From an optimization exercise on the open Yosys and OpenROAD flow, aimed at small area and a short achievable clock period; shortcuts taken in it are not production practice. Only simulation tests tie the RTL to the original design; equivalence was not proved. Power and IR drop assume default switching activity.

==> flow/design.v (excerpt) <==
module alu_top (
    input  logic        clk,
    input  logic        rst,
    input  logic        valid_instruction,
    input  logic [5:0]  opcode,
    input  logic [31:0] operand_a,
    input  logic [31:0] operand_b,
    input  logic        use_immediate,
    input  logic [31:0] immediate_value,
    output logic        resp_valid,
    output logic [31:0] resp_result,
    output logic        resp_carry,
    output logic        resp_overflow,
    output logic        resp_zero,
    output logic        resp_negative
);
    int_alu_core u_core (
        .clk               (clk),
        .rst               (rst),
        .valid_instruction (valid_instruction),
        .opcode            (opcode),
        .operand_a         (operand_a),
        .operand_b         (operand_b),
        .use_immediate     (use_immediate),
        .immediate_value   (immediate_value),
        .resp_valid        (resp_valid),
        .resp_result       (resp_result),
        .resp_carry        (resp_carry),
        .resp_overflow     (resp_overflow),
        .resp_zero         (resp_zero),
        .resp_negative     (resp_negative)
    );
endmodule
clock: 6.0 ns
lec_check: 0
abc_clock_period_in_ps: 2500
cap_margin: 20
core_margin: 2
core_utilization: 50
cts_buf_list: sky130_fd_sc_hd__clkbuf_8
cts_cluster_diameter: 80
cts_cluster_size: 24
place_density: 0.8
setup_slack_margin: 3.5
slew_margin: 20
tns_end_percent: 0
standard.sh (not shown) runs the stock make flow with config.mk's settings and CLKGATE_MAP_FILE= SYNTH_SCRIPT=/design/flow/synth_recipe.tcl, a recipe that flattens the netlist after the stock synthesis.
==> flow/flow/run.sh <==
#!/bin/bash
# Own layout flow: the standard ORFS flow (standard.sh, standard synthesis
# unchanged) with two sizing changes: the I/O port buffers are inserted as
# buf_1 cells instead of the cell buffer_ports picks by default, and the
# resizer may swap cells across footprints (MATCH_CELL_FOOTPRINT=0), so those
# buffers and the logic can be upsized where timing needs it.
set -euo pipefail
export BUFFER_PORTS_ARGS="-buffer_cell sky130_fd_sc_hd__buf_1"
bash standard.sh MATCH_CELL_FOOTPRINT=0 finish > flow_make.log 2>&1
The baseline produced a clean layout.
Rerun with:
--- a/flow/config.mk
+++ b/flow/config.mk
@@ -13,4 +13 @@
-export CTS_CLUSTER_DIAMETER = 80
-export CTS_CLUSTER_SIZE = 24
-export PLACE_DENSITY = 0.8
-export SETUP_SLACK_MARGIN = 3.5
+export SETUP_SLACK_MARGIN = 3.2
Global-route usage rises by 0.77 points.
Register-to-register slack gets better by 80 ps.
Clock power rises by a few percent.
Design area falls slightly.
Hold slack gets worse by 6.6 ps.
Utilization falls by 0.58 points.
Via count falls slightly.
Rerun with:
--- a/flow/config.mk
+++ b/flow/config.mk
@@ -8 +7,0 @@
-export ABC_CLOCK_PERIOD_IN_PS = 2500
@@ -13 +12 @@
-export SETUP_SLACK_MARGIN = 3.2
+export SETUP_SLACK_MARGIN = 3.0
Result: The new run finished with timing, DRC and antenna clean. Register-to-register slack gets worse by 140 ps. Worst setup slack gets worse by 130 ps. Die area does not change. Final cell count stays the same. Via count went down by 0.70%. Routed wire length went down by 0.33%. Critical path depth does not change. Count of clock-buffer cells in the layout stays the same. Cell area went down by 0.57%.
Rerun with:
--- a/flow/config.mk
+++ b/flow/config.mk
@@ -12 +12 @@
-export SETUP_SLACK_MARGIN = 3.0
+export SETUP_SLACK_MARGIN = 3.12
@@ -14 +14 @@
-export TNS_END_PERCENT = 0
+export TNS_END_PERCENT = 100
After rerunning:
- synthesized cell count is unchanged
- total power rose slightly
- flip-flop and latch count is unchanged
- utilization rose by 0.38 points
- setup slack gains 150 ps
- count of clock-buffer cells in the layout does not change
Rerun with:
--- a/flow/config.mk
+++ b/flow/config.mk
@@ -12 +12,2 @@
-export SETUP_SLACK_MARGIN = 3.12
+export GPL_ROUTABILITY_DRIVEN = 0
+export SETUP_SLACK_MARGIN = 3.2
@@ -14 +15 @@
-export TNS_END_PERCENT = 100
+export TNS_END_PERCENT = 0
Result: The new run completed with no timing, DRC or antenna violations; count of clock-buffer cells in the layout stays the same; routed wire length goes down by 1.4%; cell area hardly moves; clock skew goes up by 3.3 ps; hold slack gets better by 3.2 ps; via count goes up by 0.82%; non-clock buffer count goes up by 1; first-iteration DRC count goes up by 11%; area after synthesis stays the same; global-route usage goes down by 0.42 points; sequential cell count is unchanged.

## static timing again, ports no longer ideal
No port has a modelled driver above. Below, the same layouts with a new extraction and two added sets of constraints.
Step 1 assumes that a clkbuf_16 drives the clock port and a buf_2 every other input.
Step 2 also shifts input and output timing later by t, the mid clock arrival at the registers, as if the neighbouring blocks saw the same clock.
a / b / c = ideal ports / drivers / drivers and shift; a / b = the first two.
| run | t, ns | setup WS [ns] | hold slack, ns | clock arrival spread, ns |
|---|---|---|---|---|
| the first run | 0.487 | 3.133 / 3.133 / 2.732 | 0.359 / 0.359 / 0.359 | 0.008 / 0.008 |
| the second run | 0.503 | 3.176 / 3.134 / 2.828 | 0.353 / 0.353 / 0.353 | 0.018 / 0.018 |
| the third run | 0.494 | 3.044 / 3.000 / 2.729 | 0.351 / 0.351 / 0.351 | 0.018 / 0.018 |
| the fourth run | 0.495 | 3.199 / 3.157 / 2.824 | 0.352 / 0.352 / 0.352 | 0.017 / 0.017 |
| the fifth run | 0.504 | 3.086 / 3.086 / 2.820 | 0.355 / 0.355 / 0.355 | 0.021 / 0.021 |
After both steps every run listed still meets setup and hold. The setup slack of the first run, which loses most, moves by 0.000 ns with the drivers and by -0.401 ns with both steps.
